Context: an optimization exercise on an open-source flow, tuned for small area, a short achievable clock period and few clock cycles per item. The choices shown serve that exercise and are no tape-out recipe. Only simulation tests tie the RTL to the original design; equivalence was not proved. Power figures rest on the tool's default switching activity, not on a simulated workload.

==> flow/design.v (excerpt) <==
module int8_vector_l2_norm
(
  input  logic        clk_i,
  input  logic        rst_ni,
  input  logic        in_valid,
  output logic        in_ready,
  input  logic [7:0]  in_sample_0,
  input  logic [7:0]  in_sample_1,
  input  logic [7:0]  in_sample_2,
  input  logic [7:0]  in_sample_3,
  input  logic [7:0]  in_sample_4,
  input  logic [7:0]  in_sample_5,
  input  logic [7:0]  in_sample_6,
  input  logic [7:0]  in_sample_7,
  input  logic [3:0]  in_lane_count,
  input  logic        in_last,
  output logic        out_valid,
  input  logic        out_ready,
  output logic [38:0] out_sum_of_squares,
  output logic [27:0] out_norm_fixed,
  output logic        out_overflow
);
Size in the first run: roughly 2500 cells after synthesis, ~440 flip-flops, roughly 140 I/O pins, ~0.026 mm² of cells after synthesis.
export LEC_CHECK = 0
export CAP_MARGIN = 20
export CORE_MARGIN = 2
export CORE_UTILIZATION = 60
export CTS_BUF_LIST = sky130_fd_sc_hd__clkbuf_8
export SETUP_SLACK_MARGIN = 3.8
export SLEW_MARGIN = 20
export SYNTH_HIERARCHICAL = 1
export SYNTH_MINIMUM_KEEP_SIZE = 0
create_clock -name core_clock -period 6.5 [get_ports {clk_i}]
standard.sh (not shown) runs the stock make flow with config.mk's settings and CLKGATE_MAP_FILE= SYNTH_SCRIPT=/design/flow/synth_recipe.tcl, a recipe that flattens the netlist after the stock synthesis.
==> flow/flow/run.sh <==
#!/bin/bash
# The standard layout (the standard.sh, unchanged synthesis and steps), with the port
# buffers that global placement inserts made from the plain buffer family (sky130_fd_sc_hd__buf_1,
# which repair may upsize) instead of the tool's default pick, a delay buffer.
set -euo pipefail
export BUFFER_PORTS_ARGS="-buffer_cell sky130_fd_sc_hd__buf_1"
bash standard.sh > standard.log 2>&1
Testbench counts at the start, summed over its fixed seeds: cycles 29,676, vectors 1,600.
Change:
--- a/flow/design.v
+++ b/flow/design.v
@@ -1144,30 +1144,31 @@
   logic [19:0]       nz, top, hold_top_q;
   logic [2*WIN-1:0]  win;
   assign first_d  = valid_i ? last_i : first_q;
   assign clr_d    = valid_nx_i && first_d;
   assign lo_sum   = {1'b0, acc_q[17:0]} + {1'b0, ssq_i};
   assign hi_inc   = acc_q[38:18] + 21'd1;
   assign sum_d    = clr_q ? SUM_W'(ssq_i)
                   : {lo_sum[18] ? hi_inc : acc_q[38:18], lo_sum[17:0]};
   assign cnt_sum  = cnt_q + CNT_W'(lanes_i);
   assign cnt_d    = clr_q ? CNT_W'(lanes_i) : cnt_sum;
   assign ovf_d    = !clr_q && (ovf_q || (cnt_sum[CNT_W-1] && cnt_sum[CNT_W-2:0] != '0));
   assign fin_sum  = ovf_q ? SUM_BOUND : acc_q;
-  assign fin_ext = {1'b0, fin_sum};
+  assign fin_ext = {1'b0, acc_q};
   always_comb begin
     for (int j = 0; j < 20; j++) nz[j] = fin_ext[2*j+1 -: 2] != 2'b00;
     for (int j = 0; j < 20; j++) begin
       top[j] = nz[j];
       for (int i = j + 1; i < 20; i++) top[j] = top[j] && !nz[i];
+      if (ovf_q) top[j] = (j == 19);
     end
   end
   assign pad = {1'b0, hold_sum_q, {(2*WIN){1'b0}}};
   always_comb begin
     step_init = (hold_top_q == '0) ? STEP_W'(8 - WIN) : '0;
     win       = '0;
     pair_init = '0;
     for (int j = 0; j < 20; j++) begin
       if (hold_top_q[j]) step_init = step_init | STEP_W'(j + 8 - WIN);
       win       = win | (hold_top_q[j] ? pad[2*j+1+2*WIN -: 2*WIN] : '0);
       pair_init = pair_init | (hold_top_q[j] ? pad[2*j+1 -: 2] : 2'b00);
     end
Outcome: Total power shrinks by about 3.5%; wire length shrinks by 3.6%; synthesized cell count decreases by about 0.6%; final cell count shrinks by 1.5%; worst hold slack improves by 0.0097 ns; setup slack degrades by 0.15 ns; critical path depth stays the same; utilization falls by 0.80 points.
Testbench counts after the change, summed over its fixed seeds: cycles 29,676, vectors 1,600.

Setup of run 1:
Starting RTL as in the previous note.
// int8_vector_l2_norm
module int8_vector_l2_norm
(
  input  logic        clk_i,
  input  logic        rst_ni,
  input  logic        in_valid,
  output logic        in_ready,
  input  logic [7:0]  in_sample_0,
  input  logic [7:0]  in_sample_1,
  input  logic [7:0]  in_sample_2,
  input  logic [7:0]  in_sample_3,
  input  logic [7:0]  in_sample_4,
  input  logic [7:0]  in_sample_5,
  input  logic [7:0]  in_sample_6,
  input  logic [7:0]  in_sample_7,
  input  logic [3:0]  in_lane_count,
  input  logic        in_last,
  output logic        out_valid,
  input  logic        out_ready,
  output logic [38:0] out_sum_of_squares,
  output logic [27:0] out_norm_fixed,
  output logic        out_overflow
);
  logic [LANES-1:0][SAMPLE_W-1:0] samples, mag;
  logic [LANE_CNT_W-1:0]          lanes_clamped;
  logic                           accept, in_ready_q, in_ready_d;
  logic [LANES-1:0][SAMPLE_W-1:0] a_mag_q;
  logic [LANE_CNT_W-1:0]          a_lanes_q, b1_lanes_q, b2_lanes_q, b3_lanes_q;
  logic                           a_valid_q, b1_valid_q, b2_valid_q, b3_valid_q;
  logic                           a_last_q, b1_last_q, b2_last_q, b3_last_q;
  logic                           a_lastv_d;
  logic [SSQ_W-1:0]               ssq;
  logic                           avail, free, fin_d, hold_d, idle_d;
  logic [SUM_W-1:0]               fin_sum;
  logic                           fin_ovf;
  logic [WIN-1:0]                 fin_root;
  logic [WIN:0]                   fin_rem;
  logic [STEP_W-1:0]              fin_step;
  logic [1:0]                     fin_pair;
  logic [5:0]                     owe;
  logic                           owe_le1, owe_eq2;
  assign samples = {in_sample_7, in_sample_6, in_sample_5, in_sample_4,
                    in_sample_3, in_sample_2, in_sample_1, in_sample_0};
  assign accept        = in_valid && in_ready_q;
  assign lanes_clamped = (in_lane_count > 4'd8) ? 4'd8 : in_lane_count;
  for (genvar k = 0; k < LANES; k++) begin : g_mag
    assign mag[k] = (in_lane_count <= 4'(k)) ? 8'd0 :
  ...
==> flow/config.mk <==
export PLATFORM = sky130hd
export DESIGN_NAME = int8_vector_l2_norm
export DESIGN_NICKNAME = int8_vector_l2_norm
export VERILOG_FILES = /design/flow/design.v
export SDC_FILE = /design/flow/constraint.sdc
export NUM_CORES = 4
export LEC_CHECK = 0
export CAP_MARGIN = 20
export CORE_MARGIN = 2
export CORE_UTILIZATION = 60
export CTS_BUF_LIST = sky130_fd_sc_hd__clkbuf_8
export SETUP_SLACK_MARGIN = 3.5
export SLEW_MARGIN = 20
export SYNTH_HIERARCHICAL = 1
export SYNTH_MINIMUM_KEEP_SIZE = 0
==> flow/constraint.sdc <==
create_clock -name core_clock -period 6.5 [get_ports {clk_i}]
set_input_delay 1.3000 -clock core_clock [delete_from_list [all_inputs] [get_ports {clk_i}]]
set_output_delay 1.3000 -clock core_clock [all_outputs]
set_load 0.01 [all_outputs]
Scripts as last shown in full above: flow/flow/run.sh
Testbench counts of run 1, summed over its fixed seeds: cycles 29,676, vectors 1,600.
> inputs changed (run 1 -> run 2)
diff --git a/flow/design.v b/flow/design.v
--- a/flow/design.v
+++ b/flow/design.v
@@ -1118,56 +1118,64 @@
   output logic                  avail_o,     
   output logic [SUM_W-1:0]      sum_o,
   output logic                  ovf_o,
   output logic [WIN-1:0]        root_o,      
   output logic [WIN:0]          rem_o,       
   output logic [STEP_W-1:0]     step_o,      
   output logic [1:0]            pair_o,
   output logic                  fin_d_o,     
   output logic                  hold_d_o
 );
   localparam int PADW = 40 + 2 * WIN;
-  logic [SUM_W-1:0]  acc_q, sum_d, fin_sum;
+  logic [17:0]       acc_lo_q;       
+  logic [20:0]       acc_hi_q, hi_d;
+  logic              cy_q;
+  logic [SUM_W-1:0]  acc_sum, fin_sum;
   logic [CNT_W-1:0]  cnt_q, cnt_sum, cnt_d;
   logic              ovf_q, ovf_d;
   logic              first_q, first_d, clr_q, clr_d, fin_q, fin_d;
   logic [18:0]       lo_sum;
   logic [20:0]       hi_inc;
+  logic [19:0]       top_acc;
   logic              hold_q, hold_d, load, hold_load;
   logic [SUM_W-1:0]  hold_sum_q;
   logic              hold_ovf_q;
   logic [WIN-1:0]    win_root;
   logic [WIN:0]      win_rem;
   logic [STEP_W-1:0] step_init;
   logic [1:0]        pair_init;
   logic [PADW-1:0]   pad;
   logic [39:0]       fin_ext;
   logic [19:0]       nz, top, hold_top_q;
   logic [2*WIN-1:0]  win;
   assign first_d  = valid_i ? last_i : first_q;
   assign clr_d    = valid_nx_i && first_d;
-  assign lo_sum   = {1'b0, acc_q[17:0]} + {1'b0, ssq_i};
-  assign hi_inc   = acc_q[38:18] + 21'd1;
-  assign sum_d    = clr_q ? SUM_W'(ssq_i)
-                  : {lo_sum[18] ? hi_inc : acc_q[38:18], lo_sum[17:0]};
+  assign lo_sum   = {1'b0, clr_q ? 18'd0 : acc_lo_q} + {1'b0, ssq_i};
+  assign hi_inc   = acc_hi_q + 21'(cy_q);
+  assign hi_d     = clr_q ? 21'd0 : hi_inc;
+  assign acc_sum  = {hi_inc, acc_lo_q};
   assign cnt_sum  = cnt_q + CNT_W'(lanes_i);
   assign cnt_d    = clr_q ? CNT_W'(lanes_i) : cnt_sum;
   assign ovf_d    = !clr_q && (ovf_q || (cnt_sum[CNT_W-1] && cnt_sum[CNT_W-2:0] != '0));
-  assign fin_sum  = ovf_q ? SUM_BOUND : acc_q;
-  assign fin_ext = {1'b0, fin_sum};
+  assign fin_sum  = ovf_q ? SUM_BOUND : acc_sum;
+  assign fin_ext = {1'b0, acc_hi_q, acc_lo_q};
   always_comb begin
     for (int j = 0; j < 20; j++) nz[j] = fin_ext[2*j+1 -: 2] != 2'b00;
     for (int j = 0; j < 20; j++) begin
-      top[j] = nz[j];
-      for (int i = j + 1; i < 20; i++) top[j] = top[j] && !nz[i];
+      top_acc[j] = nz[j];
+      for (int i = j + 1; i < 20; i++) top_acc[j] = top_acc[j] && !nz[i];
     end
+    if (ovf_q) top = 20'd1 << 19;
+    else if (!cy_q) top = top_acc;
+    else if (top_acc[19:9] == '0) top = 20'd1 << 9;
+    else top = {top_acc[18:9], 9'd0, 1'b0} | {top_acc[19], 19'd0};
   end
   assign pad = {1'b0, hold_sum_q, {(2*WIN){1'b0}}};
   always_comb begin
     step_init = (hold_top_q == '0) ? STEP_W'(8 - WIN) : '0;
     win       = '0;
     pair_init = '0;
     for (int j = 0; j < 20; j++) begin
       if (hold_top_q[j]) step_init = step_init | STEP_W'(j + 8 - WIN);
       win       = win | (hold_top_q[j] ? pad[2*j+1+2*WIN -: 2*WIN] : '0);
       pair_init = pair_init | (hold_top_q[j] ? pad[2*j+1 -: 2] : 2'b00);
     end
@@ -1260,23 +1268,25 @@
       clr_q   <= 1'b0;
       fin_q   <= 1'b0;
       hold_q  <= 1'b0;
     end else begin
       first_q <= first_d;
       clr_q   <= clr_d;
       fin_q   <= fin_d;
       hold_q  <= hold_d;
     end
   end
   always_ff @(posedge clk_i) begin
-    acc_q <= sum_d;
+    acc_lo_q <= lo_sum[17:0];
+    cy_q     <= lo_sum[18];
+    acc_hi_q <= hi_d;
     cnt_q <= cnt_d;
     ovf_q <= ovf_d;
     if (hold_load) begin
       hold_sum_q  <= fin_sum;
       hold_ovf_q  <= ovf_q;
       hold_top_q  <= top;
     end
   end
 endmodule
 import ivl2n_pkg::*;
 module ivl2n_sqrt
[summary]
- Taking run 1 over run 2, the number of signal-net buffers in the layout ratio works out to 1.07.
- Looking at post-synthesis sequential element count, run 2 sits above run 1.
- Relative to run 1, overall global routing resource usage increased by 0.69 points in run 2.
- Run 2 leaves more setup margin than run 1.
- Run 2 against run 1: minimum period implied by the final worst setup slack lower, combinational power higher.
- Against run 1, routed wire length in run 2 rose slightly.
- Looking at fraction of the yosys area taken by sequential cells across run 2 and run 1, the one that comes out higher is run 2.
- As of run 2, total number of vias had fallen by a few percent compared to run 1.
- As far as total of max-cap violations goes, run 2 and run 1 are indistinguishable; the numbers are identical.
- Source of the critical timing path = u_merge.hold_top_q[3]: run 1; source of the critical timing path = a_mag_q[24]: run 2
Testbench counts of run 2, summed over its fixed seeds: cycles 29,715, vectors 1,600.

what the ideal ports hide:
The results above use ideal ports. As a check the final layouts listed here were re-extracted and re-timed, cells and wires unchanged.
Step 1: set_driving_cell puts a clkbuf_16 on clk_i and a buf_2 on each other input, an assumption about the parent block.
Step 2 adds t to the input delays and takes it off the output delays; t is the mean of the earliest and latest rising clock arrival at the registers after step 1. Input paths then give back, and output paths get back, about the clock's delay inside the block.
Slacks: ideal ports / drivers / drivers and shift; pairs: ideal ports / drivers.
run	t, ns	setup slack, ns	latest minus earliest clock arrival (ns)	slew at the worst register clock pin (ns)
the first run of note 1	0.695	3.777 / 3.776 / 3.327	0.028 / 0.028	0.07 / 0.07
the second run of note 1	0.676	3.624 / 3.624 / 3.283	0.033 / 0.033	0.06 / 0.06
run 1	0.693	3.547 / 3.547 / 3.202	0.031 / 0.031	0.07 / 0.07
run 2	0.693	3.599 / 3.599 / 3.017	0.039 / 0.039	0.08 / 0.08
After both steps every run listed still meets setup and hold. The setup slack of run 2, which loses most, moves by 0.000 ns with the drivers and by -0.582 ns with both steps.
